From an optimization exercise on the open Yosys and OpenROAD flow, aimed at small area and few clock cycles; shortcuts taken in it are not production practice. In this exercise RTL edits were held to simulation tests only and were not proved equivalent to the original. Power is estimated from default activity; no workload was simulated.

[run.sh]
#!/bin/bash
# synth_recipe.tcl (not shown) runs the flow's synth.tcl, then flattens the netlist and writes it again
# the make line also repeats each setting of config.mk as NAME=value (left out here)
make -C /OpenROAD-flow-scripts/flow DESIGN_CONFIG=/design/flow/config.mk WORK_HOME=/design/flow/orfs CLKGATE_MAP_FILE= SYNTH_SCRIPT=/design/flow/synth_recipe.tcl finish
[constraint.sdc]
create_clock -name core_clock -period 5.0 [get_ports {CLK}]
set_input_delay 1.0000 -clock core_clock [delete_from_list [all_inputs] [get_ports {CLK}]]
set_output_delay 1.0000 -clock core_clock [all_outputs]
set_load 0.01 [all_outputs]
[config.mk]
export PLATFORM = sky130hd
export DESIGN_NAME = lm96570_cfg_seq
export DESIGN_NICKNAME = lm96570_cfg_seq
export VERILOG_FILES = /design/flow/design.v
export SDC_FILE = /design/flow/constraint.sdc
export NUM_CORES = 4
export LEC_CHECK = 0
export CAP_MARGIN = 20
export CORE_MARGIN = 2
export CORE_UTILIZATION = 50
export SLEW_MARGIN = 20
[design.v]
package lm96570_pkg;
  localparam int DATA_WIDTH = 70;
  localparam int NBIT_WIDTH = 8;
  localparam int DEPTH      = 16;
  localparam int ADDR_W     = 4;
  localparam logic [1:0] ERR_OK       = 2'b00;
  localparam logic [1:0] ERR_MISMATCH = 2'b01;
  localparam logic [1:0] ERR_TIMEOUT  = 2'b10;
  typedef enum logic [8:0] {
    S_IDLE    = 9'b000000001,
    S_LOAD    = 9'b000000010,
    S_ISSUE_W = 9'b000000100,
    S_WAIT_W  = 9'b000001000,
    S_ISSUE_R = 9'b000010000,
    S_WAIT_R  = 9'b000100000,
    S_CHECK   = 9'b001000000,
    S_NEXT    = 9'b010000000,
    S_FINISH  = 9'b100000000
  } seq_state_t;
  typedef struct packed {
    logic [NBIT_WIDTH-1:0] nbit;
    logic [DATA_WIDTH-1:0] data;
  } tbl_entry_t;
endpackage
import lm96570_pkg::*;
module lm96570_cfg_table
#(
  parameter int RINGS = 4,
  parameter int M     = DEPTH / RINGS,
  parameter int RW    = (RINGS > 1) ? $clog2(RINGS) : 1,
  parameter int MW    = (M > 1) ? $clog2(M) : 1
) (
  input  logic                    CLK,
  input  logic                    we,
  input  logic [ADDR_W-1:0]       waddr,
  input  lm96570_pkg::tbl_entry_t wdata,
  input  logic [RW-1:0]           rsel,
  output lm96570_pkg::tbl_entry_t rdata,
  output logic [MW-1:0]           rot
);
  localparam int EW = NBIT_WIDTH + DATA_WIDTH;
  logic [EW-1:0] slot [0:DEPTH-1];    
  logic [MW-1:0] wpos;                
  logic [RW-1:0] wring;
  always_ff @(posedge CLK) rot <= rot + 1'b1;
  assign wring = (RINGS > 1) ? RW'(waddr % RINGS) : '0;
  assign wpos  = MW'(waddr / RINGS) + rot + 1'b1;
  always_ff @(posedge CLK) begin
    for (int r = 0; r < RINGS; r++)
      for (int p = 0; p < M; p++)
        if (we && wring == RW'(r) && wpos == MW'(p))
          slot[r*M + p] <= (p % 2 == 1) ? ~wdata : wdata;
        else
          slot[r*M + p] <= ~slot[r*M + ((p + M - 1) % M)];
  end
  assign rdata = slot[rsel * M];
endmodule
import lm96570_pkg::*;
module lm96570_cfg_seq
#(
  parameter int RW_BIT   = 0,
  parameter int HDR_BITS = 6,
  parameter int TMR_W    = 10,   
  parameter int RINGS    = 4
) (
  input  logic                  CLK,
  input  logic                  RESET,
  input  logic                  TBL_WE,
  input  logic [ADDR_W-1:0]     TBL_ADDR,
  input  logic [DATA_WIDTH-1:0] TBL_DATA,
  input  logic [NBIT_WIDTH-1:0] TBL_NBIT,
  input  logic                  GO,
  input  logic                  VERIFY_EN,
  input  logic [ADDR_W:0]       NUM_ENTRIES,
  output logic                  BUSY,
  output logic                  DONE,
  output logic [1:0]            ERR_CODE,
  output logic [ADDR_W-1:0]     ERR_IDX,
  output logic                  SPI_START,
  output logic [DATA_WIDTH-1:0] SPI_DATA,
  output logic [NBIT_WIDTH-1:0] SPI_NBIT,
  input  logic                  SPI_DONE,
  input  logic [DATA_WIDTH-1:0] SPI_RD_DATA
);
  localparam int M  = DEPTH / RINGS;
  localparam int RW = (RINGS > 1) ? $clog2(RINGS) : 1;
  localparam int MW = (M > 1) ? $clog2(M) : 1;
  logic              run;       
  logic              pw;        
  logic              zero;      
  logic              fly;       
  logic              rdf;       
  logic              ver;       
  logic [ADDR_W-1:0] cur;       
  logic              lastf;     
  logic [ADDR_W-1:0] nm1;       
  logic [ADDR_W-1:0] nx;        
  logic              nvalid;    
  logic              done_q;
  logic [TMR_W-1:0]  timer;
  logic [1:0]        err_q;
  logic [ADDR_W-1:0] erri_q;
  lm96570_pkg::tbl_entry_t hold;      
  lm96570_pkg::tbl_entry_t nxt;       
  lm96570_pkg::tbl_entry_t tap;
  lm96570_pkg::tbl_entry_t wr_entry;
  logic [MW-1:0]           rot;
  logic                  acc, ev, tmo, mism, hit, cap, wkill;
  logic                  adv, start_rd, start_wr, sel, end_now;
  logic                  mism_end, tmo_end;
  logic [ADDR_W-1:0]     nn, pre;
  logic [MW-1:0]         pslot;
  logic [DATA_WIDTH-1:0] cmp_mask;
  assign wr_entry.nbit = TBL_NBIT;
  assign wr_entry.data = TBL_DATA;
  assign nn  = (nx == nm1) ? '0 : nx + 1'b1;
  assign pre = start_wr ? nn : nx;
  lm96570_cfg_table #(.RINGS(RINGS)) u_table (
    .CLK   (CLK),
    .we    (TBL_WE),
    .waddr (TBL_ADDR),
    .wdata (wr_entry),
    .rsel  (RW'(pre % RINGS)),
    .rdata (tap),
    .rot   (rot)
  );
  assign acc   = GO & ~run;
  assign ev    = fly & SPI_DONE & ~done_q;
  assign tmo   = fly & (&timer);
  assign pslot = MW'(pre / RINGS) + rot;    
  assign hit   = (pslot == '0);
  assign cap   = hit & (start_wr | ~nvalid);
  assign wkill = TBL_WE & (TBL_ADDR == pre);
  always_comb begin
    cmp_mask = '0;
    for (int i = HDR_BITS; i < DATA_WIDTH; i++)
      cmp_mask[i] = (i < 32'(hold.nbit));
  end
  assign mism = rdf & (((SPI_RD_DATA ^ hold.data) & cmp_mask) != '0);
  assign adv      = ev & (rdf ? ~mism : ~ver);
  assign start_rd = ev & ~rdf & ver;
  assign start_wr = nvalid & (pw | (adv & ~lastf));
  assign mism_end = ev & mism;
  assign tmo_end  = tmo & ~ev;
  assign end_now  = run & (zero | tmo_end | mism_end | (adv & lastf));
  assign sel      = nvalid & (pw | (ev & (rdf | ~ver)));
  assign SPI_START = start_wr | start_rd;
  assign DONE      = end_now;
  assign BUSY      = run & ~end_now;
  assign SPI_DATA[DATA_WIDTH-1:1] = sel ? nxt.data[DATA_WIDTH-1:1] : hold.data[DATA_WIDTH-1:1];
  assign SPI_DATA[RW_BIT]         = sel ? nxt.data[RW_BIT] : (hold.data[RW_BIT] | rdf | ev);
  assign SPI_NBIT                 = sel ? nxt.nbit : hold.nbit;
  assign ERR_CODE = run ? {tmo_end, mism_end} : err_q;
  assign ERR_IDX  = run ? ((tmo_end | mism_end) ? cur : '0) : erri_q;
  always_ff @(posedge CLK) begin
    done_q <= SPI_DONE;
    if (sel) hold <= nxt;
    if (cap) nxt <= tap;
    if (SPI_START) timer <= '0;
    else           timer <= timer + 1'b1;
  end
  always_ff @(posedge CLK or posedge RESET) begin
    if (RESET) begin
      run    <= 1'b0;
      pw     <= 1'b0;
      zero   <= 1'b0;
      fly    <= 1'b0;
      rdf    <= 1'b0;
      ver    <= 1'b0;
      cur    <= '0;
      lastf  <= 1'b0;
      nm1    <= '0;
      nx     <= '0;
      nvalid <= 1'b0;
      err_q  <= ERR_OK;
      erri_q <= '0;
    end else begin
      zero   <= acc & (NUM_ENTRIES == '0);
      nvalid <= (nvalid & ~start_wr | cap) & ~wkill;
      if (acc) begin
        run <= 1'b1;
        ver <= VERIFY_EN;
        nm1 <= NUM_ENTRIES[ADDR_W] ? '1 : NUM_ENTRIES[ADDR_W-1:0] - 1'b1;
        if (NUM_ENTRIES != '0) pw <= 1'b1;
      end
      fly <= SPI_START | (fly & ~ev & ~end_now);
      if (start_wr) begin
        pw    <= 1'b0;
        rdf   <= 1'b0;
        cur   <= nx;
        lastf <= (nx == nm1);
        nx    <= nn;
      end else begin
        if (adv & ~lastf) pw <= 1'b1;
        if (start_rd)     rdf <= 1'b1;
      end
      if (end_now) begin
        run    <= 1'b0;
        err_q  <= ERR_CODE;
        erri_q <= ERR_IDX;
        if (nx != '0) begin
          nx     <= '0;
          nvalid <= 1'b0;
        end
      end
    end
  end
endmodule
==> metrics.md, run 1 <==
| Metric | Value |
|---|---|
| Startpoint types | `flip-flop` |
| Sink Count | `1,443` |
| Ordered cell list for the critical path | `or4b_4 -> buf_12 -> a311oi_4 -> o221ai_2 -> nor4_2 -> buf_4 -> buf_6 -> o2111a_2 -> o21a_4 -> a31oi_1 -> or2_4 -> nor2_2 -> buf_2` |
| Port-buffer cells | `243` |
| Antenna violation net count after detailed routing | `0` |
| Register area share after synthesis | `61.4%` |
| Crit path max-delay cell type | `or4b_4` |
| Vias per std cell | `5.30` |
| CP Capture Type | `primary output` |
| CTS tree | `built` |
| Die ar. | `0.102 mm^2` |
| Max Cap Viol | `0` |
| Int Pwr | `21,800 uW` |
| Num CTS Buffers | `146` |
| Stages on the worst setup path | `13` |
| Clk_skew | `0.0230 ns` |
| Via count | `32,731` |
| R2R Path End | `nxt[54]` |
| Critical path origin | `hold[76]` |
| Top cell family by delay on the critical path | `simple AND/OR/NAND/NOR gates` |
| WL/cell | `21.7 um` |
| CP Buf/Inv Count | `4` |
| H-tree depth | `4` |
| Detail Placement HPWL | `81.0 mm` |
| Num rows | `115` |
| CTS clk-pin slew, worst paths | `0.06 ns` |
| Status | `finished clean` |
| WP data arrival | `3.93 ns` |
| DRT Wirelength | `134 mm` |
| WHS | `0.386 ns` |
| Final setup vio count | `0` |
| Gr usage total | `26.0%` |
| Die width | `320 um` |
| Tcrit/Tclk final | `98.6%` |
| Worst R2R Setup Slack | `0.19 ns` |
| Avg Inst Size Synth | `10.8 um^2` |
| Clock power share | `38.2%` |
| First-pass GRT wire length | `200 mm` |
| Register area | `0.0306 mm^2` |
| Combinational group share of total power | `8.0%` |
| Worst hold path class | `flip-flop to flip-flop` |
| IO Count | `250` |
| Async SR Flop Fraction | `1.80%` |
| Yosys cell types | `74` |
| Sw frac | `22.6%` |
| Worst R2R Start | `hold[76]` |
| Deepest clock path buffer count | `3` |
| Critical Path Max Stage Delay | `0.58 ns` |
| Max Fclk | `0.203 GHz` |
| Critical Path RT | `4.00 ns` |
| Post-CTS Hold Buffers | `0` |
| Post-Syn Nets | `4,803` |
| Root Driver | `clkbuf_16` |
| Vias in the first global route | `31,388` |
| PwrDens | `475 mW/mm^2` |
| Sequential share of power | `53.9%` |
| Nets | `4,933` |
| Peak supply drop | `0.279 mV` |
| Yosys reg bits | `1,443` |
| Crit path to | `BUSY` |
| Final Slew Violations | `0` |
| RSZ-0062 raised after global routing | `yes` |
| Initial Utilization | `50.6%` |
| Synth warnings | `3` |
| Actual slew at the worst max-slew pin | `1.10 ns` |
| Setup_tns | `0 ns` |
| Filler instances | `8,158` |
| Core area | `0.0986 mm^2` |
| DRC errors left | `0` |
| CP max FO | `8` |
| Ys flop type | `dfxtp_1` |
| Final Hold Fails | `0` |
| Drt first-iter violations | `2,284` |
| Layout cells sized above 1 | `8.95%` |
| Post-synth EDFFs | `156` |
| Largest net degree at the start of global routing | `119` |
| Worst-case reg-to-reg path depth | `18` |
| Worst setup margin | `0.0688 ns` |
| Syn Inst Count | `4,633` |
| NetSw | `6390 uW` |
| Pre-CTS setup slack | `-0.419 ns` |
| Min Tclk post-route | `4.93 ns` |
| Initial antenna violation count | `16` |
| Multi-input gate area | `0.0178 mm^2` |
| GR Overflow Total | `0` |
| Drt pass-1 iters | `5` |
| Die Y | `320 um` |
| Synthesis-to-finish area growth | `19.1%` |
| Leakage Power | `0.0238 uW` |
| Post-synthesis instance area | `0.0498 mm^2` |
| Relative slew slack | `26.8%` |
| Crit path kind | `flip-flop to primary output` |
| RePlAce Congestion | `0.839` |
| Worst-Skew Late Latency | `0.74 ns` |
## cells in the mapped netlist (2+ instances only)
master	number	area share, %
buf_4	13	0.20
or4_1	3	0.045
clkbuf_1	361	2.7
xor2_1	61	1.1
a31oi_1	3	0.038
buf_1	44	0.33
o211ai_1	2	0.030
edfxtp_1	156	9.4
nand4_1	4	0.050
and2_1	2	0.025
o21a_1	7	0.11
mux2i_1	859	17
or4b_1	2	0.040
nand3_1	13	0.13
a21o_1	4	0.060
nor4b_2	2	0.060
nand2b_1	4	0.050
a211oi_1	4	0.060
o21ai_0	53	0.53
a41oi_1	2	0.035
and3_1	2	0.025
nor4_1	6	0.075
nor2_1	673	5.1
a22oi_1	3	0.045
xnor2_1	24	0.42
o21ai_1	7	0.070
o31ai_1	5	0.075
o211a_1	2	0.040
a21oi_1	650	6.5
nand2_1	274	2.1
dfrtp_1	26	1.3
and3b_1	2	0.035
or3_1	3	0.038
nor3_1	14	0.14
or2_2	3	0.038
ha_1	7	0.18
dfxtp_1	1261	51
inv_1	24	0.18
buf_2	8	0.080
nor2b_1	6	0.075
## logic make-up after synthesis
logic type / count (synthesis) / synth area share, %
fa+ha+maj: 8 / 0.196
mux: 860 / 17.3
buf+inv: 451 / 3.51
flops: 1443 / 61.4
compound gates: 763 / 8.02
xor+xnor: 85 / 1.49
simple gates: 1023 / 8.14
## flip-flops by register name, summed over array words and instances, names as in the netlist, 2 cells and up
name,flops
u_table.rot,2
erri_q,4
u_table.slot,1248
nxt,78
nx,4
nm1,4
err_q,2
cur,4
hold,78
timer,10
## how the worst min path moves through the flow
stage / slack, ns / from / to / cells past startpoint
floorplan: 0.38 / u_table.slot[3][0] / u_table.slot[0][0] / 1
global placement: 0.38 / u_table.slot[15][44] / u_table.slot[12][44] / 1
detailed placement: 0.39 / u_table.slot[1][36] / u_table.slot[2][36] / 1
CTS: 0.39 / u_table.slot[9][1] / u_table.slot[10][1] / 1
global route: 0.40 / u_table.slot[11][69] / u_table.slot[8][69] / 1
finish: 0.39 / u_table.slot[9][1] / u_table.slot[10][1] / 1
## power by group through the flow
stage	Sequential, uW	Clock [uW]	Combinational (uW)
3_3_place_gp	15400	0	2150
4_1_cts	15200	11000	2270
2_1_floorplan	15100	0	1670
5_1_grt	15400	11500	2550
3_5_place_dp	15400	0	2250
6_report	15200	10800	2250
## metal layers
layer / up-vias / part of all wire (%) / track usage (%) / wire [um]
li1: 15877 / - / - / -
met1: 15747 / 48 / 37.2 / 64300
met2: 901 / 42 / 38.6 / 56800
met3: 190 / 7.7 / 7.09 / 10300
met4: 16 / 2.1 / 6.86 / 2760
met5: - / 0.071 / 0 / 95
## cell type report
type,count,area share [%]
antenna,7,0.0295
clock buffer,234,7.61
clock inverter,32,0.417
inverter,25,0.167
multi-input combinational,2740,30.0
sequential,1443,51.5
tap,1287,2.71
timing repair buffer,407,7.57
## cell usage in the layout, fill, tap and decap left out, types with 4 or more instances in the layout
cell type / instances
clkbuf_16: 161
clkdlybuf4s50_1: 235
inv_6: 5
xnor2_1: 24
clkbuf_8: 21
nor2_1: 663
nand2_4: 6
edfxtp_1: 156
o21ai_1: 12
nand2_1: 267
nand3_1: 13
buf_4: 95
a211oi_1: 4
o21a_1: 5
a21o_1: 4
mux2i_1: 858
nor4_1: 4
o31ai_1: 4
dfrtp_1: 26
nand4_1: 4
nor2b_1: 6
inv_1: 24
nor2_4: 8
clkbuf_1: 52
o21ai_2: 4
dfxtp_1: 1261
buf_12: 67
nor3_1: 13
o21ai_0: 44
buf_2: 7
xor2_1: 61
clkinv_2: 23
a21oi_1: 649
ha_1: 7
diode_2: 7
## repair_timing
item                                    CTS  global route
setup buffers                             4             2
gates cloned                              0             1
pin swaps                                 9            10
resized for setup                        49            19
endpoints found under the setup margin   48            85
## stage by stage
| stage | instance area (um^2) | instances | power [uW] | utilization, % |
|---|---|---|---|---|
| detailed placement | 54400 | 5895 | 17600 | 55.2 |
| finish | 59300 | 6175 | 28200 | 60.2 |
| global placement | 54400 | 5894 | 17500 | 55.2 |
| floorplan | 49800 | 4633 | 16800 | - |
| global route | 59300 | 6170 | 29400 | 60.2 |
| CTS | 59200 | 6165 | 28400 | 60.1 |
Testbench counts, summed over its fixed seeds: cycles 50,498.
==> run 2: changes to the inputs <==
--- a/config.mk
+++ b/config.mk
@@ -8,4 +8,5 @@
 export CAP_MARGIN = 20
 export CORE_MARGIN = 2
 export CORE_UTILIZATION = 50
+export CTS_BUF_LIST = sky130_fd_sc_hd__clkbuf_4 sky130_fd_sc_hd__clkbuf_8
 export SLEW_MARGIN = 20
==> metrics.md, run 2 <==
| Metric | Value |
|---|---|
| Status | `finished with violations` |
| Violated checks | `negative setup slack` |
| Cell taking the most area after synthesis | `dfxtp_1` |
| CTS tree | `built` |
| Num CTS Buffers | `222 (+52%)` |
| DRC errors left | `0 (unchanged)` |
| Max Cap Viol | `0 (unchanged)` |
| Post-Syn Nets | `4,803 (unchanged)` |
| Post-synth top cells | `1,261 x dfxtp_1, 859 x mux2i_1, 673 x nor2_1` |
| Worst hold path class | `flip-flop to flip-flop` |
| Vias per std cell | `5.27 (-0.65%)` |
| First-pass GRT wire length | `202 mm (+1.1%)` |
| RSZ-0062 raised after global routing | `yes` |
| Antenna violation net count after detailed routing | `0 (unchanged)` |
| Sink Count | `1,443 (unchanged)` |
| Min Tclk post-route | `5.15 ns (+0.216 ns)` |
| Relative slew slack | `26.9% (+0.072 points)` |
| PwrDens | `466 mW/mm^2 (-2.0%)` |
| Crit path kind | `flip-flop to flip-flop` |
| Most common cell after layout, fill and taps aside | `dfxtp_1` |
| Yosys reg bits | `1,443 (unchanged)` |
| Int Pwr | `21,400 uW (-2.1%)` |
| Largest net degree at the start of global routing | `119 (unchanged)` |
| Most used cell, CP | `buf_4` |
| Met2 WL post-DR | `58.9 mm (+3.7%)` |
| CP max FO | `7 (-1)` |
| IO Count | `250 (unchanged)` |
| Startpoint types | `flip-flop` |
| Wl on met1 | `65.8 mm (+2.2%)` |
| Post-synth EDFFs | `156 (unchanged)` |
| Sequential share of power | `54.5% (+0.6 points)` |
| Count leader, synth | `dfxtp_1` |
| Most frequent cells in the layout | `1,261 x dfxtp_1, 858 x mux2i_1, 663 x nor2_1, 647 x a21oi_1, 280 x clkbuf_8` |
| Top cell family by delay on the critical path | `simple AND/OR/NAND/NOR gates` |
| Gr usage total | `26.2% (+0.19 points)` |
| Critical Path Max Stage Delay | `0.50 ns (-0.08 ns)` |
| WL/cell | `21.5 um (-0.94%)` |
| Ordered cell list for the critical path | `buf_6 -> buf_4 -> buf_4 -> nand4bb_4 -> buf_6 -> o21ai_2 -> o2111ai_2 -> nor4_2 -> buf_4 -> a41oi_4 -> or2_4 -> o31a_1 -> buf_4 -> buf_4 -> or3_4 -> nand2_2 -> ha_4 -> xor2_2 -> a21oi_1 -> and3b_4 -> buf_12 -> clkbuf_16` |
| Num rows | `115 (unchanged)` |
| Post-Route Utilization | `60.7% (+0.52 points)` |
| Ys flop type | `dfxtp_1` |
| Drt first-iter violations | `2,614 (+14%)` |
| Top layer in use | `met5` |
| Async SR Flop Fraction | `1.80% (unchanged)` |
| CP Buf/Inv Count | `9 (+5)` |
| Post-CTS Hold Buffers | `0 (unchanged)` |
| Deepest clock path buffer count | `3 (unchanged)` |
| Avg Inst Size Synth | `10.8 um^2 (unchanged)` |
| Multiplexer share of the synthesized area | `17.3% (unchanged)` |
| CTS clk-pin slew, worst paths | `0.07 ns (about the same)` |
| Peak supply drop | `0.227 mV (-19%)` |
| GR Overflow Total | `0 (unchanged)` |
| Final setup vio count | `85 (+85)` |
| Leakage Power | `0.0242 uW (+1.7%)` |
| Port-buffer cells | `243 (unchanged)` |
| Final Slew Violations | `0 (unchanged)` |
| Initial Utilization | `50.6% (unchanged)` |
| Synthesis-to-finish area growth | `20.1%` |
| Max Fclk | `0.194 GHz (-4.2%)` |
| Adder-cell share of the synthesized area | `0.196% (unchanged)` |
| Critical Path RT | `5.58 ns (+1.58 ns)` |
| Syn Inst Count | `4,633 (unchanged)` |
| Top reg by flops | `u_table.slot` |
| Root Driver | `clkbuf_8` |
| Combinational group share of total power | `8.0% (about the same)` |
| Core area | `0.0986 mm^2 (unchanged)` |
| Die Y | `320 um (unchanged)` |
| Actual slew at the worst max-slew pin | `1.10 ns (-0.00109 ns)` |
| RePlAce Congestion | `0.839 (unchanged)` |
| Largest family of logic cells by synthesized area | `multiplexers` |
| Worst-Skew Late Latency | `0.89 ns (+0.15 ns)` |
| Max reg flops | `1,248 (unchanged)` |
| DRT Wirelength | `136 mm (+1.6%)` |
| Post-synthesis instance area | `0.0498 mm^2 (unchanged)` |
| Met3 WL post-DR | `9.74 mm (-5.2%)` |
| Tcrit/Tclk final | `103% (+4.3 points)` |
| Simple-Gate Fraction of Synth Area | `8.14% (unchanged)` |
| Die ar. | `0.102 mm^2 (unchanged)` |
| Largest regs | `u_table.slot x1248, hold x78, nxt x78` |
| Clock power share | `37.5% (-0.7 points)` |
| Crit path max-delay cell type | `edfxtp_1` |
| Nets | `5,025 (+1.9%)` |
| Xor and xnor area share after synthesis | `1.49% (unchanged)` |
| Drt pass-1 iters | `5 (unchanged)` |
| Register area share after synthesis | `61.4% (unchanged)` |
| Synth top area cells | `dfxtp_1 51%, mux2i_1 17%, edfxtp_1 9.4%` |
| Via count | `33,356 (+1.9%)` |
| Layout cells sized above 1 | `13.1% (+4.2 points)` |
| Die width | `320 um (unchanged)` |
| Synth warnings | `3 (unchanged)` |
| Detail Placement HPWL | `81.0 mm (unchanged)` |
| WP data arrival | `5.73 ns (+1.80 ns)` |
| Yosys cell types | `74 (unchanged)` |
| Worst setup margin | `-0.147 ns (-0.216 ns)` |
| NetSw | `6520 uW (+2.1%)` |
| Power Total | `27,900 uW (-1.1%)` |
| H-tree depth | `4 (unchanged)` |
| Initial antenna violation count | `16 (unchanged)` |
| Clk_skew | `0.0366 ns (+0.0136 ns)` |
| Final Hold Fails | `0 (unchanged)` |
| CP Capture Type | `flip-flop` |
| Sw frac | `23.4% (+0.74 points)` |
| Synth Area in Compound Gates | `8.02% (unchanged)` |
| Vias in the first global route | `31,952 (+1.8%)` |
| Synth top area share | `50.7% (unchanged)` |
-- run 2: worst register-to-register path, stage by stage, from the launching register on --
cell,delay (ns)
edfxtp_1,0.50
buf_6,0.17
buf_4,0.12
buf_4,0.15
nand4bb_4,0.27
buf_6,0.21
o21ai_2,0.13
o2111ai_2,0.13
nor4_2,0.27
buf_4,0.23
a41oi_4,0.18
or2_4,0.29
o31a_1,0.30
buf_4,0.15
buf_4,0.14
or3_4,0.39
nand2_2,0.10
ha_4,0.14
xor2_2,0.16
a21oi_1,0.05
and3b_4,0.39
buf_12,0.20
clkbuf_16,0.19
-- run 2: layer usage --
| metal | vias to the layer above | global-route usage, % |
|---|---|---|
| met1 | 16075 | 38.0 |
| met5 | - | 0 |
| met4 | 24 | 6.62 |
| met3 | 170 | 6.10 |
| li1 | 16120 | - |
| met2 | 967 | 39.1 |
-- run 2: area by class of cell --
type | count | area [um^2]
fill | 8133 | 38700
sequential | 1443 | 30600
multi-input combinational | 2740 | 17900
clock inverter | 47 | 370
tap | 1287 | 1610
antenna | 3 | 7.51
timing repair buffer | 423 | 4800
inverter | 25 | 98.8
clock buffer | 366 | 4500
-- run 2: power groups by stage --
stage	sequential, uW	combinational, uW	clock, uW
floorplan	15100	1670	0
global placement	15400	2150	0
detailed placement	15400	2250	0
CTS	15200	2260	10700
global route	15400	2550	11200
finish	15200	2250	10500
-- run 2: kinds of logic after synthesis --
logic type                 count (synthesis)
adders and majority gates                  8
AOI/OAI and AO/OA                        763
DFF                                     1443
xor gates and xnor gates                  85
and+or+nand+nor                         1023
buffers and inverters                    451
muxes                                    860
-- run 2: stage by stage --
stage               instances  area [um^2]  hold slack, ns  setup slack, ns  setup TNS, ns
floorplan                4633        49800           0.383            0.141              0
global placement         5894        54400           0.384           -0.314         -23.88
detailed placement       5895        54400           0.390           -0.419         -33.02
CTS                      6317        59400           0.383           -0.163          -7.28
global route             6332        59900           0.395           -0.216         -11.49
finish                   6334        59900           0.379           -0.147          -8.87
-- run 2: what timing repair did --
item                       in CTS  in global routing
setup endpoints to repair      44                 87
buffers inserted                8                  5
pin swaps                      16                 14
gates resized for setup        60                 40
gates cloned                    1                  9
-- run 2: final timing paths --
path                                     start                  end  slack (ns)  cells after the start
max                                   hold[76]               nxt[3]       -0.15                     22
min                        u_table.slot[6][41]  u_table.slot[7][41]        0.38                      1
max reg2reg                           hold[76]               nxt[3]       -0.15                     22
min reg2reg                u_table.slot[6][41]  u_table.slot[7][41]        0.38                      1
max in group asynchronous                RESET            erri_q[2]        4.03                      3
min in group asynchronous                RESET             err_q[1]        0.47                      2
==> run 3: changes to the inputs <==
--- a/design.v
+++ b/design.v
@@ -106,15 +106,20 @@
   lm96570_pkg::tbl_entry_t wr_entry;
   logic [MW-1:0]           rot;
   logic                  acc, ev, tmo, mism, hit, cap, wkill;
-  logic                  adv, start_rd, start_wr, sel, end_now;
+  logic                  adv, start_rd, start_wr, sw, sel, end_now;
   logic                  mism_end, tmo_end;
+  logic                  hit_nx, hit_nn;
   logic [ADDR_W-1:0]     nn, pre;
-  logic [MW-1:0]         pslot;
+  logic [MW-1:0]         slot_nx, slot_nn;
   logic [DATA_WIDTH-1:0] cmp_mask;
   assign wr_entry.nbit = TBL_NBIT;
   assign wr_entry.data = TBL_DATA;
-  assign nn  = (nx == nm1) ? '0 : nx + 1'b1;
-  assign pre = start_wr ? nn : nx;
+  assign nn      = (nx == nm1) ? '0 : nx + 1'b1;
+  assign pre     = sw ? nn : nx;
+  assign slot_nx = MW'(nx / RINGS) + rot;
+  assign slot_nn = MW'(nn / RINGS) + rot;
+  assign hit_nx  = (slot_nx == '0);
+  assign hit_nn  = (slot_nn == '0);
   lm96570_cfg_table #(.RINGS(RINGS)) u_table (
     .CLK   (CLK),
     .we    (TBL_WE),
@@ -127,10 +132,9 @@
   assign acc   = GO & ~run;
   assign ev    = fly & SPI_DONE & ~done_q;
   assign tmo   = fly & (&timer);
-  assign pslot = MW'(pre / RINGS) + rot;    
-  assign hit   = (pslot == '0);
-  assign cap   = hit & (start_wr | ~nvalid);
-  assign wkill = TBL_WE & (TBL_ADDR == pre);
+  assign hit   = sw ? hit_nn : hit_nx;
+  assign cap   = hit & (sw | ~nvalid);
+  assign wkill = TBL_WE & (sw ? (TBL_ADDR == nn) : (TBL_ADDR == nx));
   always_comb begin
     cmp_mask = '0;
     for (int i = HDR_BITS; i < DATA_WIDTH; i++)
@@ -139,7 +143,8 @@
   assign mism = rdf & (((SPI_RD_DATA ^ hold.data) & cmp_mask) != '0);
   assign adv      = ev & (rdf ? ~mism : ~ver);
   assign start_rd = ev & ~rdf & ver;
-  assign start_wr = nvalid & (pw | (adv & ~lastf));
+  assign sw       = nvalid & (pw | (ev & (rdf | ~ver) & ~lastf));
+  assign start_wr = sw & ~mism_end;
   assign mism_end = ev & mism;
   assign tmo_end  = tmo & ~ev;
   assign end_now  = run & (zero | tmo_end | mism_end | (adv & lastf));
@@ -176,7 +181,7 @@
       erri_q <= '0;
     end else begin
       zero   <= acc & (NUM_ENTRIES == '0);
-      nvalid <= (nvalid & ~start_wr | cap) & ~wkill;
+      nvalid <= (nvalid & ~sw | cap) & ~wkill;
       if (acc) begin
         run <= 1'b1;
         ver <= VERIFY_EN;
@@ -184,7 +189,7 @@
         if (NUM_ENTRIES != '0) pw <= 1'b1;
       end
       fly <= SPI_START | (fly & ~ev & ~end_now);
-      if (start_wr) begin
+      if (sw) begin
         pw    <= 1'b0;
         rdf   <= 1'b0;
         cur   <= nx;
==> flow/run.sh (new file) <==
#!/bin/bash
# Layout flow: the standard ORFS flow (standard.sh, unchanged synthesis)
# with two changes: the port buffers use buf_2 instead of the default
# delay-buffer cell, and clock tree synthesis inserts no dummy loads and
# builds the tree from clkbuf_8/clkbuf_16. ORFS writes each step's log under
# orfs/logs/; the make output goes to standard.log.
set -euo pipefail
export BUFFER_PORTS_ARGS="-buffer_cell sky130_fd_sc_hd__buf_2"
export CTS_ARGS="-sink_clustering_enable -repair_clock_nets -dont_use_dummy_load -buf_list {sky130_fd_sc_hd__clkbuf_8 sky130_fd_sc_hd__clkbuf_16}"
bash standard.sh > standard.log 2>&1
==> standard.sh (new file) <==
#!/bin/bash
# synth_recipe.tcl (not shown) runs the flow's synth.tcl, then flattens the netlist and writes it again
# the make line also repeats each setting of config.mk as NAME=value (left out here)
make -C /OpenROAD-flow-scripts/flow DESIGN_CONFIG=/design/flow/config.mk WORK_HOME=/design/flow/orfs CLKGATE_MAP_FILE= SYNTH_SCRIPT=/design/flow/synth_recipe.tcl "${@:-finish}"
--- a/config.mk
+++ b/config.mk
@@ -8,5 +8,4 @@
 export CAP_MARGIN = 20
 export CORE_MARGIN = 2
 export CORE_UTILIZATION = 50
-export CTS_BUF_LIST = sky130_fd_sc_hd__clkbuf_4 sky130_fd_sc_hd__clkbuf_8
 export SLEW_MARGIN = 20
removed: run.sh
==> metrics.md, run 3 <==
| Metric | Value |
|---|---|
| Gr usage total | `25.7% (-0.42 points)` |
| Cell taking the most area after synthesis | `dfxtp_1` |
| H-tree depth | `4 (unchanged)` |
| Largest regs | `u_table.slot x1248, hold x78, nxt x78` |
| Deepest clock path buffer count | `3 (unchanged)` |
| Synth top area cells | `dfxtp_1 51%, mux2i_1 13%, edfxtp_1 9.4%` |
| IO Count | `250 (unchanged)` |
| Post-synthesis instance area | `0.0497 mm^2 (-0.35%)` |
| Final Slew Violations | `0 (unchanged)` |
| Post-synth top cells | `1,261 x dfxtp_1, 664 x a21oi_1, 660 x nor2_1` |
| Worst-Skew Late Latency | `0.74 ns (-0.15 ns)` |
| Top cell family by delay on the critical path | `compound AO/OA/AOI/OAI gates` |
| Clk_skew | `0.0444 ns (+0.00783 ns)` |
| Syn Inst Count | `4,765 (+2.8%)` |
| Count leader, synth | `dfxtp_1` |
| WP data arrival | `3.86 ns (-1.87 ns)` |
| Most common cell after layout, fill and taps aside | `dfxtp_1` |
| Layout cells sized above 1 | `11.4% (-1.7 points)` |
| Via count | `33,117 (-0.72%)` |
| Max reg flops | `1,248 (unchanged)` |
| Worst setup margin | `0.141 ns (+0.288 ns)` |
| Final Hold Fails | `0 (unchanged)` |
| Filler instances | `8,532 (+4.9%)` |
| Actual slew at the worst max-slew pin | `0.963 ns (-0.134 ns)` |
| Sink Count | `1,443 (unchanged)` |
| Worst R2R Setup Slack | `1.45 ns (+1.60 ns)` |
| Leakage Power | `0.0219 uW (-9.6%)` |
| Yosys reg bits | `1,443 (unchanged)` |
| Core area | `0.0984 mm^2 (-0.15%)` |
| Post-DP Area | `0.0519 mm^2 (-4.5%)` |
| Post-synth EDFFs | `156 (unchanged)` |
| Die ar. | `0.102 mm^2 (-0.34%)` |
| Ys flop type | `dfxtp_1` |
| Most frequent cells in the layout | `1,261 x dfxtp_1, 662 x a21oi_1, 652 x nor2_1, 626 x mux2i_1, 413 x nand2_1` |
| Pre-CTS setup slack | `0.441 ns (+0.860 ns)` |
| Port-buffer cells | `243 (unchanged)` |
| Tcrit/Tclk final | `97.2% (-5.8 points)` |
| Nets | `4,981 (-0.88%)` |
| Die width | `319 um (-0.17%)` |
| DRC errors left | `0 (unchanged)` |
| Num CTS Buffers | `147 (-34%)` |
| WL/cell | `21.9 um (+1.7%)` |
| Initial Utilization | `50.5% (-0.10 points)` |
| Status | `finished clean` |
| Num rows | `115 (unchanged)` |
| Top reg by flops | `u_table.slot` |
| Antenna violation net count after detailed routing | `0 (unchanged)` |
| Synthesis-to-finish area growth | `12.5%` |
| CP Capture Type | `primary output` |
| Largest net degree at the start of global routing | `137 (+15%)` |
| Drt first-iter violations | `2,549 (-2.5%)` |
| Drt pass-1 iters | `5 (unchanged)` |
| Crit path max-delay cell type | `edfxtp_1` |
| Initial antenna violation count | `26 (+10)` |
| Startpoint types | `flip-flop` |
| First-pass GRT wire length | `197 mm (-2.4%)` |
| PwrDens | `475 mW/mm^2 (+1.9%)` |
| Max Cap Viol | `0 (unchanged)` |
| Peak supply drop | `0.275 mV (+21%)` |
| Ordered cell list for the critical path | `o211ai_1 -> a21oi_1 -> a211oi_1 -> o21ai_0 -> nor4_2 -> a41o_2 -> nor2_4 -> o21a_4 -> a22o_1 -> buf_2` |
| Post-Syn Nets | `4,936 (+2.8%)` |
| Detail Placement HPWL | `77.1 mm (-4.8%)` |
| Critical Path RT | `4.00 ns (-1.58 ns)` |
| Setup_tns | `0 ns (+8.87 ns)` |
| Avg Inst Size Synth | `10.4 um^2 (-3.1%)` |
| Relative slew slack | `35.8% (+8.9 points)` |
| Vias per std cell | `5.43 (+3.1%)` |
| Root Driver | `clkbuf_16` |
| Min Tclk post-route | `4.86 ns (-0.288 ns)` |
| Crit path kind | `flip-flop to primary output` |
| Synth top area share | `50.8% (+0.18 points)` |
| Final instance area | `0.0559 mm^2 (-6.7%)` |
| Die Y | `319 um (-0.17%)` |
| Async SR Flop Fraction | `1.80% (unchanged)` |
| CTS tree | `built` |
| GR Overflow Total | `0 (unchanged)` |
| CP Buf/Inv Count | `1 (-8)` |
| CTS clk-pin slew, worst paths | `0.06 ns (about the same)` |
| RePlAce Congestion | `0.877 (+4.4%)` |
| Worst hold path class | `input port to asynchronous set/reset pin` |
| Synth warnings | `3 (unchanged)` |
| Final setup vio count | `0 (-100%)` |
| Register area share after synthesis | `61.6% (+0.21 points)` |
| CP max FO | `13 (+6)` |
| Yosys cell types | `74 (unchanged)` |
| Critical Path Max Stage Delay | `0.62 ns (+0.12 ns)` |
| DRT Wirelength | `134 mm (-2.0%)` |
| Vias in the first global route | `30,750 (-3.8%)` |
| Max Fclk | `0.206 GHz (+5.9%)` |
-- run 3: cell types whose count changed after synthesis, moves of 33 or more --
cell / before / now
mux2i_1: 859 / 626
and2_1: 2 / 79
nand2_1: 274 / 419
a211oi_1: 4 / 82
a31oi_1: 3 / 82
o21ai_0: 53 / 20
-- run 3: cell families (layout without fill, tap and decap cells) --
logic type	Yosys count	after routing	synth area share, %
AOI/OAI and AO/OA	900	900	10.1
adders and majority gates	12	12	0.282
buffers and inverters	462	505	3.57
and+or+nand+nor	1226	1226	10.2
xor gates and xnor gates	91	91	1.60
muxes	631	631	12.7
other	0	6	0
DFF	1443	1443	61.6
-- run 3: layout make-up --
| cell class | instances | area [um^2] | share of cell area, % |
|---|---|---|---|
| Sequential cell | 1443 | 30600 | 54.7 |
| Multi-Input combinational cell | 2860 | 17500 | 31.4 |
| Clock buffer | 147 | 3680 | 6.59 |
| Timing Repair Buffer | 343 | 2400 | 4.30 |
| Tap cell | 1287 | 1610 | 2.88 |
| Inverter | 15 | 61.3 | 0.110 |
| Antenna cell | 6 | 15.0 | 0.0269 |
-- run 3: where the power goes --
group          switching (uW)  internal, uW  leakage [uW]
clock network            4040          5140       0.00181
registers                 842         14300        0.0124
logic                    1100          1070       0.00763
total                    5990         20500        0.0219
-- run 3: what timing repair did --
action / 4_1_cts / 5_1_grt
cloned: 0 / 0
endpoints found under the setup margin: 6 / 8
pin swaps: 0 / 2
gates resized for setup: 3 / 5
endpoints found under the hold margin: 0 / 0
hold buffers: 0 / 0
setup buffers: 11 / 11
-- run 3: worst paths after layout --
| kind | from | endpoint | cells past startpoint |
|---|---|---|---|
| worst max-delay path | hold[70] | ERR_IDX[0] | 10 |
| worst min-delay path | RESET | rdf | 2 |
| worst max register to register | rdf | nxt[43] | 10 |
| worst min register to register | u_table.slot[13][68] | u_table.slot[14][68] | 1 |
| max in group asynchronous | RESET | nm1[0] | 3 |
| min in group core_clock | u_table.slot[13][68] | u_table.slot[14][68] | 1 |
-- run 3: routing by layer --
metal | GRT usage (%) | wire length (um)
met5 | 0 | 144
met4 | 7.55 | 3010
met3 | 5.42 | 8660
met2 | 38.4 | 57400
met1 | 37.4 | 64400
-- run 3: through the flow --
stage	utilization [%]	hold WS [ns]	cells	total power, uW
finish	56.8	0.196	6101	26500
global route	56.7	0.181	6097	27700
CTS	56.6	0.377	6083	26700
detailed placement	52.8	0.388	5925	17500
global placement	52.8	0.384	5925	17400
floorplan	-	0.383	4765	16800
Testbench counts of run 3, summed over its fixed seeds: cycles 50,498.
==> run 4: changes to the inputs <==
==> flow/run.sh (replaced) <==
#!/bin/bash
# Layout flow: the standard ORFS flow (standard.sh, unchanged synthesis)
# with two changes: the port buffers use buf_1 instead of the default
# delay-buffer cell, and clock tree synthesis inserts no dummy loads and
# builds the tree from clkbuf_8 (root: clkbuf_16) with sink clusters of up to
# 16 flops within 60 um. ORFS writes each step's log under orfs/logs/; the
# make output goes to standard.log.
set -euo pipefail
export BUFFER_PORTS_ARGS="-buffer_cell sky130_fd_sc_hd__buf_1"
export CTS_ARGS="-sink_clustering_enable -repair_clock_nets -dont_use_dummy_load -root_buf sky130_fd_sc_hd__clkbuf_16 -sink_clustering_size 16 -sink_clustering_max_diameter 60 -buf_list {sky130_fd_sc_hd__clkbuf_8}"
bash standard.sh > standard.log 2>&1
==> metrics.md, run 4 <==
| Metric | Value |
|---|---|
| Num CTS Buffers | `111 (-24%)` |
| CTS tree | `built` |
| Core area | `0.0984 mm^2 (unchanged)` |
| Largest net degree at the start of global routing | `85 (-38%)` |
| Post-Syn Nets | `4,936 (unchanged)` |
| Synth Area in Compound Gates | `10.1% (unchanged)` |
| Vias in the first global route | `30,599 (-0.49%)` |
| Worst-Skew Late Latency | `0.67 ns (-0.07 ns)` |
| Final Slew Violations | `0 (unchanged)` |
| RePlAce Congestion | `0.881 (+0.55%)` |
| Clk_skew | `0.0756 ns (+0.0312 ns)` |
| Initial Utilization | `50.5% (unchanged)` |
| Final Hold Fails | `0 (unchanged)` |
| Avg Inst Size Synth | `10.4 um^2 (unchanged)` |
| Worst R2R Start | `hold[74]` |
| Post-synth EDFFs | `156 (unchanged)` |
| WP data arrival | `3.94 ns (+0.08 ns)` |
| Max reg flops | `1,248 (unchanged)` |
| Initial antenna violation count | `18 (-31%)` |
| Leakage Power | `0.0203 uW (-7.3%)` |
| Relative slew slack | `36.7% (+0.88 points)` |
| Register area share after synthesis | `61.6% (unchanged)` |
| PwrDens | `429 mW/mm^2 (-9.7%)` |
| Gr usage total | `25.5% (-0.24 points)` |
| Die ar. | `0.102 mm^2 (unchanged)` |
| Crit path kind | `flip-flop to primary output` |
| Setup_tns | `0 ns (unchanged)` |
| Detail Placement HPWL | `78.7 mm (+2.1%)` |
| CP Capture Type | `primary output` |
| Post-DP Area | `0.0517 mm^2 (-0.46%)` |
| Synth top area cells | `dfxtp_1 51%, mux2i_1 13%, edfxtp_1 9.4%` |
| Die width | `319 um (unchanged)` |
| H-tree depth | `3 (-1)` |
| Multiplexer share of the synthesized area | `12.7% (unchanged)` |
| Post-Route Utilization | `54.5% (-2.3 points)` |
| Post-synth top cells | `1,261 x dfxtp_1, 664 x a21oi_1, 660 x nor2_1` |
| Max Cap Viol | `0 (unchanged)` |
| Root Driver | `clkbuf_16` |
| Ys flop type | `dfxtp_1` |
| Adder-cell share of the synthesized area | `0.282% (unchanged)` |
| Startpoint types | `flip-flop` |
| Layout cells sized above 1 | `5.71% (-5.7 points)` |
| Peak supply drop | `0.265 mV (-3.8%)` |
| Most common cell after layout, fill and taps aside | `dfxtp_1` |
| Async SR Flop Fraction | `1.80% (unchanged)` |
| Num rows | `115 (unchanged)` |
| Min Tclk post-route | `4.94 ns (+0.0805 ns)` |
| Yosys reg bits | `1,443 (unchanged)` |
| Crit path to | `ERR_IDX[0]` |
| GR Overflow Total | `0 (unchanged)` |
| Synth warnings | `3 (unchanged)` |
| WL/cell | `21.9 um (about the same)` |
| Port-buffer cells | `243 (unchanged)` |
| Vias per std cell | `5.43 (+0.12%)` |
| Most frequent cells in the layout | `1,261 x dfxtp_1, 662 x a21oi_1, 652 x nor2_1, 626 x mux2i_1, 413 x nand2_1` |
| Drt first-iter violations | `2,677 (+5.0%)` |
| Simple-Gate Fraction of Synth Area | `10.2% (unchanged)` |
| DRT Wirelength | `133 mm (-0.57%)` |
| Largest regs | `u_table.slot x1248, hold x78, nxt x78` |
| Syn Inst Count | `4,765 (unchanged)` |
| Post-CTS Hold Buffers | `0 (unchanged)` |
| Max Fclk | `0.202 GHz (-1.6%)` |
| Cell taking the most area after synthesis | `dfxtp_1` |
| CP max FO | `8 (-5)` |
| Status | `finished clean` |
| Tcrit/Tclk final | `98.8% (+1.6 points)` |
| Yosys cell types | `74 (unchanged)` |
| First-pass GRT wire length | `196 mm (-0.44%)` |
| Worst-case reg-to-reg path depth | `11 (+1)` |
| Via count | `32,979 (-0.42%)` |
| Top reg by flops | `u_table.slot` |
| Post-synthesis instance area | `0.0497 mm^2 (unchanged)` |
| DRC errors left | `0 (unchanged)` |
| Final instance area | `0.0536 mm^2 (-4.0%)` |
| Drt pass-1 iters | `5 (unchanged)` |
| Pre-CTS setup slack | `0.431 ns (-0.0103 ns)` |
| Die Y | `319 um (unchanged)` |
| Worst hold path class | `input port to asynchronous set/reset pin` |
| CTS clk-pin slew, worst paths | `0.10 ns (+0.04 ns)` |
| Synth top area share | `50.8% (unchanged)` |
| Sink Count | `1,443 (unchanged)` |
| Largest family of logic cells by synthesized area | `multiplexers` |
| Nets | `4,950 (-0.62%)` |
| Critical path origin | `hold[74]` |
| IO Count | `250 (unchanged)` |
| Worst R2R Setup Slack | `1.45 ns (about the same)` |
| R2R Path End | `timer[7]` |
| Worst setup margin | `0.0608 ns (-0.0805 ns)` |
| Critical Path RT | `4.00 ns (about the same)` |
| Actual slew at the worst max-slew pin | `0.949 ns (-0.0132 ns)` |
| Deepest clock path buffer count | `3 (unchanged)` |
| Antenna violation net count after detailed routing | `0 (unchanged)` |
| Final setup vio count | `0 (unchanged)` |
| Xor and xnor area share after synthesis | `1.60% (unchanged)` |
| Count leader, synth | `dfxtp_1` |
| Synthesis-to-finish area growth | `7.95%` |
-- run 4: cell type report --
| cell class | count | area [um^2] |
|---|---|---|
| Tap cell | 1287 | 1610 |
| Antenna cell | 4 | 10.0 |
| Clock buffer | 111 | 1630 |
| Inverter | 15 | 61.3 |
| Fill cell | 8732 | 44800 |
| Multi-Input combinational cell | 2860 | 17500 |
| Sequential cell | 1443 | 30600 |
| Timing Repair Buffer | 348 | 2200 |
-- run 4: metal layers --
metal | vias to the layer above | share of wire (%) | track usage [%]
met5 | - | 0.095 | 0
met4 | 20 | 2.2 | 5.85
met3 | 182 | 7.0 | 4.93
met2 | 873 | 43 | 38.7
met1 | 15994 | 48 | 37.5
li1 | 15910 | - | -
-- run 4: what timing repair did --
action                     CTS  global route
setup endpoints to repair    4             8
pin swaps                    0             2
hold endpoints to repair     0             0
gates cloned                 0             0
buffers inserted             3            25
resized for setup            2             7
-- run 4: how the worst min path moves through the flow --
stage / end / startpoint / slack [ns]
2_1_floorplan: u_table.slot[0][0] / u_table.slot[3][0] / 0.38
3_3_place_gp: u_table.slot[2][39] / u_table.slot[1][39] / 0.38
3_5_place_dp: u_table.slot[12][57] / u_table.slot[15][57] / 0.39
4_1_cts: u_table.slot[6][50] / u_table.slot[5][50] / 0.32
5_1_grt: err_q[0] / RESET / 0.30
6_report: err_q[0] / RESET / 0.31
-- run 4: cell families after synthesis --
group | Yosys count
DFF | 1443
and+or+nand+nor | 1226
AOI/OAI and AO/OA | 900
muxes | 631
buffers and inverters | 462
xor gates and xnor gates | 91
adders and majority gates | 12
-- run 4: metrics by stage --
stage / std cells / total power (uW) / hold slack [ns]
2_1_floorplan: 4765 / 16800 / 0.383
3_3_place_gp: 5924 / 17400 / 0.384
3_5_place_dp: 5924 / 17500 / 0.389
4_1_cts: 6038 / 23200 / 0.324
5_1_grt: 6064 / 24100 / 0.297
6_report: 6068 / 23000 / 0.312
-- run 4: report_power, final --
part           switching, uW  internal, uW  total (uW)
Sequential               839         14300       15100
Combinational           1100          1050        2150
Clock                   3530          2160        5690
-- run 4: worst max-delay path: stages (launching register included) --
cell	delay [ns]
edfxtp_1	0.51
buf_4	0.20
a211oi_1	0.53
a311oi_1	0.16
a2111oi_2	0.31
o2111ai_1	0.18
nor4_2	0.35
a41o_2	0.39
nor2_4	0.09
o21a_4	0.26
a22o_1	0.20
buf_1	0.13
==> run 5: changes to the inputs <==
--- a/design.v
+++ b/design.v
@@ -53,7 +53,11 @@
         else
           slot[r*M + p] <= ~slot[r*M + ((p + M - 1) % M)];
   end
-  assign rdata = slot[rsel * M];
+  always_comb begin
+    rdata = '0;
+    for (int r = 0; r < RINGS; r++)
+      rdata = rdata | (slot[r*M] & {EW{rsel == RW'(r)}});
+  end
 endmodule
 import lm96570_pkg::*;
 module lm96570_cfg_seq
@@ -115,7 +119,7 @@
   assign wr_entry.nbit = TBL_NBIT;
   assign wr_entry.data = TBL_DATA;
   assign nn      = (nx == nm1) ? '0 : nx + 1'b1;
-  assign pre     = sw ? nn : nx;
+  assign pre     = nvalid ? nn : nx;
   assign slot_nx = MW'(nx / RINGS) + rot;
   assign slot_nn = MW'(nn / RINGS) + rot;
   assign hit_nx  = (slot_nx == '0);
@@ -132,7 +136,7 @@
   assign acc   = GO & ~run;
   assign ev    = fly & SPI_DONE & ~done_q;
   assign tmo   = fly & (&timer);
-  assign hit   = sw ? hit_nn : hit_nx;
+  assign hit   = nvalid ? hit_nn : hit_nx;
   assign cap   = hit & (sw | ~nvalid);
   assign wkill = TBL_WE & (sw ? (TBL_ADDR == nn) : (TBL_ADDR == nx));
   always_comb begin
==> metrics.md, run 5 <==
| Metric | Value |
|---|---|
| Synthesis-to-finish area growth | `7.68%` |
| NetSw | `10,900 uW (+100%)` |
| Drt first-iter violations | `3,234 (+21%)` |
| Cells after DPL | `5,802 (-2.1%)` |
| Die Y | `317 um (-0.63%)` |
| Most frequent cells in the layout | `1,261 x dfxtp_1, 663 x a21oi_1, 649 x nor2_1, 626 x mux2i_1, 424 x nand2_1` |
| Drt pass-1 iters | `8 (+3)` |
| DRT Wirelength | `134 mm (+0.95%)` |
| Worst R2R Start | `nx[0]` |
| DRC errors left | `0 (unchanged)` |
| Post-Syn Nets | `4,813 (-2.5%)` |
| Initial antenna violation count | `15 (-3)` |
| Die width | `317 um (-0.63%)` |
| Max Fclk | `0.203 GHz (+0.10%)` |
| H-tree depth | `3 (unchanged)` |
| Hold path endpoint | `u_table.slot[10][42]` |
| Gr usage total | `26.2% (+0.70 points)` |
| Ys flop type | `dfxtp_1` |
| Syn Inst Count | `4,642 (-2.6%)` |
| Synth top area share | `51.5% (+0.65 points)` |
| Post-synth EDFFs | `156 (unchanged)` |
| Final setup vio count | `0 (unchanged)` |
| Die ar. | `0.101 mm^2 (-1.3%)` |
| Async SR Flop Fraction | `1.80% (unchanged)` |
| RePlAce Congestion | `0.901 (+2.2%)` |
| Layout cells sized above 1 | `5.33% (-0.39 points)` |
| Largest regs | `u_table.slot x1248, hold x78, nxt x78` |
| Hold Startpoint | `u_table.slot[9][42]` |
| Clk_skew | `0.0636 ns (-0.0120 ns)` |
| Largest net degree at the start of global routing | `157 (+85%)` |
| Power Total | `31,600 uW (+37%)` |
| CP max FO | `6 (-2)` |
| Worst Hold Depth | `1` |
| Post-synth top cells | `1,261 x dfxtp_1, 663 x a21oi_1, 658 x nor2_1` |
| First-pass GRT wire length | `197 mm (+0.44%)` |
| Peak supply drop | `0.724 mV (+170%)` |
| Sw frac | `34.6% (+11 points)` |
| Yosys reg bits | `1,443 (unchanged)` |
| Most common cell after layout, fill and taps aside | `dfxtp_1` |
| Detail Placement HPWL | `77.5 mm (-1.5%)` |
| Port-buffer cells | `243 (unchanged)` |
| Worst-Skew Late Latency | `0.67 ns (about the same)` |
| Synth top area cells | `dfxtp_1 51%, mux2i_1 13%, edfxtp_1 9.6%` |
| CTS clk-pin slew, worst paths | `0.10 ns (about the same)` |
| Register area share after synthesis | `62.4% (+0.79 points)` |
| Vias in the first global route | `30,267 (-1.1%)` |
| Int Pwr | `20,700 uW (+18%)` |
| Startpoint types | `flip-flop` |
| PwrDens | `598 mW/mm^2 (+40%)` |
| Core area | `0.0970 mm^2 (-1.4%)` |
| IO Count | `250 (unchanged)` |
| Critical Path RT | `4.00 ns (about the same)` |
| Vias per std cell | `5.48 (+0.78%)` |
| Final Slew Violations | `0 (unchanged)` |
| Actual slew at the worst max-slew pin | `0.922 ns (-0.0274 ns)` |
| Nets | `4,828 (-2.5%)` |
| Worst R2R Setup Slack | `1.43 ns (-0.02 ns)` |
| Min Tclk post-route | `4.93 ns (-0.00498 ns)` |
| Max reg flops | `1,248 (unchanged)` |
| Avg Inst Size Synth | `10.6 um^2 (+1.3%)` |
| Antenna violation net count after detailed routing | `0 (unchanged)` |
| Status | `finished clean` |
| WP data arrival | `3.93 ns (about the same)` |
| Initial Utilization | `50.6% (+0.092 points)` |
| Top reg by flops | `u_table.slot` |
| GR Overflow Total | `0 (unchanged)` |
| Sequential share of power | `54.3% (-12 points)` |
| Max Cap Viol | `0 (unchanged)` |
| Num rows | `114 (-0.87%)` |
| Non-Filler Instances | `5,938 (-2.1%)` |
| Relative slew slack | `38.4% (+1.7 points)` |
| Clock power share | `18.3% (-6.5 points)` |
| Root Driver | `clkbuf_16` |
| Worst-case reg-to-reg path depth | `7 (-4)` |
| Worst hold path class | `flip-flop to flip-flop` |
| R2R Path End | `nxt[12]` |
| Count leader, synth | `dfxtp_1` |
| Deepest clock path buffer count | `3 (unchanged)` |
| Final Hold Fails | `0 (unchanged)` |
| Leakage Power | `0.0201 uW (-1.1%)` |
| Synth warnings | `3 (unchanged)` |
| Yosys cell types | `69 (-6.8%)` |
| Sink Count | `1,443 (unchanged)` |
| Combinational group share of total power | `27.4% (+18 points)` |
| Cell taking the most area after synthesis | `dfxtp_1` |
| WL/cell | `22.6 um (+3.2%)` |
| Via count | `32,523 (-1.4%)` |
| Post-CTS Hold Buffers | `0 (unchanged)` |
| Num CTS Buffers | `113 (+1.8%)` |
| Post-synthesis instance area | `0.0490 mm^2 (-1.3%)` |
| CTS tree | `built` |
| RSZ-0062 raised after global routing | `yes` |
| Crit path kind | `flip-flop to primary output` |
| Tcrit/Tclk final | `98.7% (-0.10 points)` |
| CP Capture Type | `primary output` |
[run 5: cell count changes after synthesis, sizes merged, moves of 18 or more]
cell / previous run / this run
a211oi: 82 / 1
a222oi: 0 / 80
a31oi: 82 / 6
and2: 79 / 3
buf: 73 / 49
nor3: 10 / 28
[run 5: area by class of cell]
type                            instances  area, um^2
Antenna cell                            7        17.5
Clock buffer                          113        1660
Fill cell                            8593       44200
Inverter                               16        65.1
Multi-Input combinational cell       2752       17000
Sequential cell                      1443       30600
Tap cell                             1276        1600
Timing Repair Buffer                  331        1910
[run 5: power by group through the flow]
stage	clock network, uW	logic [uW]	registers, uW
2_1_floorplan	0	5070	16800
3_3_place_gp	0	8350	17400
3_5_place_dp	0	8420	17400
4_1_cts	5930	8490	17200
5_1_grt	6350	9330	17500
6_report	5780	8660	17200
[run 5: cell families (layout without fill, tap and decap cells)]
| kind of cell | after synthesis | in the layout | synth area share [%] |
|---|---|---|---|
| AO/OA/AOI/OAI | 835 | 835 | 9.72 |
| buffers and inverters | 447 | 460 | 3.50 |
| flip-flops | 1443 | 1443 | 62.4 |
| AND/OR/NAND/NOR | 1185 | 1185 | 9.67 |
| multiplexers | 628 | 628 | 12.8 |
| XOR/XNOR | 95 | 95 | 1.70 |
| other | 0 | 7 | 0 |
| adder cells (fa/ha/maj) | 9 | 9 | 0.225 |
[run 5: critical path, cell delays in order, from the launching register on]
cell and delay [ns]:
edfxtp_1 0.53, or4b_1 0.64, o21ai_1 0.18, or4b_1 0.45, a32o_1 0.25, nor4_4 0.29
o211ai_4 0.23, a21oi_1 0.32, o21a_1 0.24, buf_1 0.17
[run 5: per-stage QoR]
| stage | area [um^2] | util [%] | setup slack, ns | setup TNS [ns] | hold slack [ns] |
|---|---|---|---|---|---|
| after floorplan | 49000 | - | 0.435 | 0 | 0.383 |
| after global placement | 51000 | 52.5 | 0.382 | 0 | 0.384 |
| after detailed placement | 51000 | 52.5 | 0.333 | 0 | 0.389 |
| after CTS | 52600 | 54.3 | 0.0262 | 0 | 0.338 |
| after global routing | 52800 | 54.4 | -0.0435 | -0.133 | 0.352 |
| final | 52800 | 54.4 | 0.0658 | 0 | 0.335 |
[run 5: how the worst max path moves through the flow]
stage,start,to,slack [ns],cells after the start
2_1_floorplan,nx[1],nxt[0],0.43,10
3_3_place_gp,SPI_RD_DATA[16],SPI_START,0.38,10
3_5_place_dp,SPI_RD_DATA[16],SPI_START,0.33,10
4_1_cts,hold[76],SPI_START,0.03,10
5_1_grt,hold[77],ERR_IDX[1],-0.04,9
6_report,hold[77],BUSY,0.07,9
[run 5: timing repair]
action / in CTS / in global routing
buffers inserted: 2 / 14
setup endpoints to repair: 7 / 7
pin swaps: 0 / 1
gates resized for setup: 6 / 4
[run 5: per-layer routing]
layer / global-route usage, % / share of wire, %
met5: 0 / 0.084
met4: 6.01 / 1.8
met3: 4.36 / 7.1
met2: 39.3 / 43
met1: 39.4 / 48
Testbench counts of run 5, summed over its fixed seeds: cycles 50,498.
==> run 6: changes to the inputs <==
--- a/config.mk
+++ b/config.mk
@@ -5,6 +5,7 @@
 export SDC_FILE = /design/flow/constraint.sdc
 export NUM_CORES = 4
 export LEC_CHECK = 0
+export ABC_AREA = 1
 export CAP_MARGIN = 20
 export CORE_MARGIN = 2
 export CORE_UTILIZATION = 50
==> metrics.md, run 6 <==
| Metric | Value |
|---|---|
| Status | `finished clean` |
| Post-DP Area | `0.0511 mm^2 (+0.24%)` |
| Pre-CTS setup slack | `0.388 ns (+0.0542 ns)` |
| Largest regs | `u_table.slot x1248, hold x78, nxt x78` |
| Deepest clock path buffer count | `3 (unchanged)` |
| Initial antenna violation count | `15 (unchanged)` |
| CP Capture Type | `primary output` |
| Relative slew slack | `24.6% (-14 points)` |
| RSZ-0062 raised after global routing | `no` |
| Avg Inst Size Synth | `8.70 um^2 (-18%)` |
| Max Fclk | `0.214 GHz (+5.6%)` |
| GR Overflow Total | `0 (unchanged)` |
| Register area share after synthesis | `61.9% (-0.45 points)` |
| Synth Area in Compound Gates | `15.1% (+5.4 points)` |
| Synth top area cells | `dfxtp_1 51%, a21oi_1 12%, edfxtp_1 9.5%` |
| Actual slew at the worst max-slew pin | `1.13 ns (+0.209 ns)` |
| Layout cells sized above 1 | `4.11% (-1.2 points)` |
| Post-synthesis instance area | `0.0494 mm^2 (+0.73%)` |
| Die width | `318 um (+0.36%)` |
| CTS clk-pin slew, worst paths | `0.09 ns (about the same)` |
| Num CTS Buffers | `113 (unchanged)` |
| IO Count | `250 (unchanged)` |
| DRT Wirelength | `142 mm (+5.5%)` |
| Async SR Flop Fraction | `1.80% (unchanged)` |
| Port-buffer cells | `243 (unchanged)` |
| Worst setup margin | `0.326 ns (+0.261 ns)` |
| Clk_skew | `0.0736 ns (+0.00998 ns)` |
| Die ar. | `0.101 mm^2 (+0.72%)` |
| Max reg flops | `1,248 (unchanged)` |
| Post-Route Utilization | `53.8% (-0.65 points)` |
| Num rows | `115 (+0.88%)` |
| Min Tclk post-route | `4.67 ns (-0.261 ns)` |
| Leakage Power | `0.0231 uW (+15%)` |
| Sink Count | `1,443 (unchanged)` |
| Worst hold path class | `flip-flop to flip-flop` |
| Initial Utilization | `50.3% (-0.22 points)` |
| Vias in the first global route | `33,807 (+12%)` |
| Post-CTS Hold Buffers | `0 (unchanged)` |
| CP max FO | `12 (+6)` |
| Critical Path RT | `4.00 ns (about the same)` |
| WL/cell | `20.3 um (-10%)` |
| Final setup vio count | `0 (unchanged)` |
| Antenna violation net count after detailed routing | `0 (unchanged)` |
| Largest family of logic cells by synthesized area | `simple AND/OR/NAND/NOR gates` |
| Worst-Skew Late Latency | `0.68 ns (about the same)` |
| Setup_tns | `0 ns (unchanged)` |
| Count leader, synth | `dfxtp_1` |
| Post-Syn Nets | `5,847 (+21%)` |
| Xor and xnor area share after synthesis | `1.44% (-0.26 points)` |
| Syn Inst Count | `5,676 (+22%)` |
| Yosys cell types | `39 (-43%)` |
| Cell taking the most area after synthesis | `dfxtp_1` |
| H-tree depth | `3 (unchanged)` |
| Crit path kind | `flip-flop to primary output` |
| Via count | `37,113 (+14%)` |
| Core area | `0.0981 mm^2 (+1.2%)` |
| RePlAce Congestion | `0.837 (-7.2%)` |
| Nets | `5,867 (+22%)` |
| PwrDens | `574 mW/mm^2 (-4.1%)` |
| Final Hold Fails | `0 (unchanged)` |
| Cells after DPL | `6,866 (+18%)` |
| Post-synth top cells | `1,261 x dfxtp_1, 1,183 x nor2_1, 1,142 x a21oi_1` |
| First-pass GRT wire length | `210 mm (+6.3%)` |
| Vias per std cell | `5.31 (-3.0%)` |
| Adder-cell share of the synthesized area | `0.203% (-0.022 points)` |
| Synth warnings | `3 (unchanged)` |
| Final Slew Violations | `0 (unchanged)` |
| Yosys reg bits | `1,443 (unchanged)` |
| Simple-Gate Fraction of Synth Area | `15.4% (+5.7 points)` |
| Most frequent cells in the layout | `1,261 x dfxtp_1, 1,182 x nor2_1, 1,140 x a21oi_1, 687 x nand2_1, 294 x inv_1` |
| WP data arrival | `3.67 ns (-0.26 ns)` |
| Drt first-iter violations | `3,402 (+5.2%)` |
| Final instance area | `0.0528 mm^2 (about the same)` |
| Drt pass-1 iters | `5 (-3)` |
| Non-Filler Instances | `6,983 (+18%)` |
| DRC errors left | `0 (unchanged)` |
| Most common cell after layout, fill and taps aside | `dfxtp_1` |
| Die Y | `318 um (+0.36%)` |
| Multiplexer share of the synthesized area | `0% (-13 points)` |
| Synthesis-to-finish area growth | `6.86%` |
| CTS tree | `built` |
| Peak supply drop | `0.716 mV (-1.1%)` |
| Root Driver | `clkbuf_16` |
| Max Cap Viol | `0 (unchanged)` |
| Ys flop type | `dfxtp_1` |
| Post-synth EDFFs | `156 (unchanged)` |
| Tcrit/Tclk final | `93.5% (-5.2 points)` |
| Largest net degree at the start of global routing | `157 (unchanged)` |
| Detail Placement HPWL | `84.0 mm (+8.4%)` |
| Startpoint types | `flip-flop` |
| Top reg by flops | `u_table.slot` |
| Gr usage total | `27.2% (+0.99 points)` |
| Synth top area share | `51.1% (-0.37 points)` |
==> run 6: cell types whose count changed after synthesis, moves of 28 or more <==
cell       previous run  this run
a21oi_1             663      1142
a222oi_1             80         0
buf_2                11       167
clkbuf_1            382       205
inv_1                13       297
mux2i_1             626         0
nand2_1             430       706
nand3_1              20        62
nor2_1              658      1183
o2111ai_1             4        39
o21ai_0              29       200
o22ai_1               6        39
xnor2_1              58        16
xor2_1               37        65
==> run 6: worst paths after layout <==
| path | cells past startpoint | slack [ns] | start | endpoint |
|---|---|---|---|---|
| max | 18 | 0.33 | hold[73] | DONE |
| min | 1 | 0.33 | u_table.slot[9][25] | u_table.slot[10][25] |
| max reg2reg | 13 | 1.74 | nx[2] | nxt[32] |
| min reg2reg | 1 | 0.33 | u_table.slot[9][25] | u_table.slot[10][25] |
| max in group asynchronous | 2 | 4.12 | RESET | pw |
| min in group asynchronous | 2 | 0.41 | RESET | erri_q[3] |
==> run 6: what timing repair did <==
| item | in CTS | in global routing |
|---|---|---|
| setup endpoints to repair | 8 | 1 |
| setup buffers | 0 | 2 |
| resized for setup | 2 | 1 |
| pin swaps | 0 | 1 |
| endpoints found under the hold margin | 0 | 0 |
| cloned | 0 | 0 |
==> run 6: report_power, final <==
part           internal, uW  leakage [uW]  total, uW  switching, uW
clock network          2190      0.000859       5810           3620
logic                  2320       0.00980       7720           5390
registers             15500        0.0124      16700           1280
total                 20000        0.0231      30300          10300
==> run 6: worst max-delay path: stages, from the launching register on <==
cell      delay [ns]
edfxtp_1        0.52
nand2_2         0.24
inv_1           0.13
nand2_1         0.21
nand2_1         0.14
nand2_1         0.09
nand2_1         0.05
nor2_1          0.09
nand3_1         0.09
nand2_1         0.07
nand2_1         0.10
nor2_1          0.25
nand2_2         0.22
nand2_2         0.14
nand2_2         0.07
nand3_4         0.11
nand2_2         0.20
inv_1           0.13
buf_1           0.16
==> run 6: area by class of cell <==
type                    count  area (um^2)
diodes                      2         5.00
multi-input cells        3518        16100
inverters                 308         1160
repair buffers            312         1710
fillers                  9268        45400
clock buffers             113         1660
flip-flops and latches   1443        30600
well taps                1287         1610
==> run 6: through the flow <==
| step | hold WS (ns) | total power [uW] |
|---|---|---|
| finish | 0.335 | 30300 |
| global route | 0.327 | 31800 |
| CTS | 0.336 | 30300 |
| detailed placement | 0.389 | 24500 |
| global placement | 0.384 | 24400 |
| floorplan | 0.383 | 21100 |
==> run 6: routing by layer <==
metal | wire, um | GRT usage [%] | part of all wire, %
met5 | 134 | 0 | 0.095
met4 | 4120 | 8.03 | 2.9
met3 | 9940 | 5.46 | 7.0
met2 | 62000 | 42.1 | 44
met1 | 65300 | 38.5 | 46
==> run 6: cells by family (layout without fill, tap and decap cells) <==
group | after synthesis | after routing
AO/OA/AOI/OAI | 1449 | 1449
XOR/XNOR | 81 | 81
adder cells (fa/ha/maj) | 8 | 8
buffers and inverters | 715 | 733
flip-flops | 1443 | 1443
other | 0 | 2
AND/OR/NAND/NOR | 1980 | 1980

[separate check: timing with driven ports]
The flow's constraints put no driver on any port. The routed layouts listed below were extracted and timed again, unchanged, in two steps.
Step 1, drivers: a clkbuf_16 drives CLK and a buf_2 each remaining input, both assumed.
Step 2 moves the port delays by t, midway between the first and last clock arrival at a register: inputs arrive t later, outputs are due t later. That takes back most of the time a late clock gives input paths.
Slacks: no drivers / after step 1 / after step 2; pairs: no drivers / after step 1.
| run | t, ns | slack for setup (ns) | hold slack, ns |
|---|---|---|---|
| run 1 | 0.803 | 0.069 / -0.002 / -0.354 | 0.386 / 0.386 / 0.386 |
| run 2 | 0.933 | -0.147 / -0.185 / -0.607 | 0.379 / 0.379 / 0.379 |
| run 3 | 0.788 | 0.141 / 0.069 / 0.325 | 0.196 / 0.144 / 0.382 |
| run 4 | 0.698 | 0.061 / -0.009 / 0.299 | 0.312 / 0.262 / 0.329 |
| run 5 | 0.706 | 0.066 / -0.007 / 0.331 | 0.335 / 0.309 / 0.335 |
| run 6 | 0.718 | 0.326 / 0.254 / 0.773 | 0.335 / 0.335 / 0.335 |
With both steps, setup timing fails in run 1, where it was met with ideal ports. The setup slack of run 2, which loses most, moves by -0.038 ns with the drivers and by -0.460 ns with both steps.
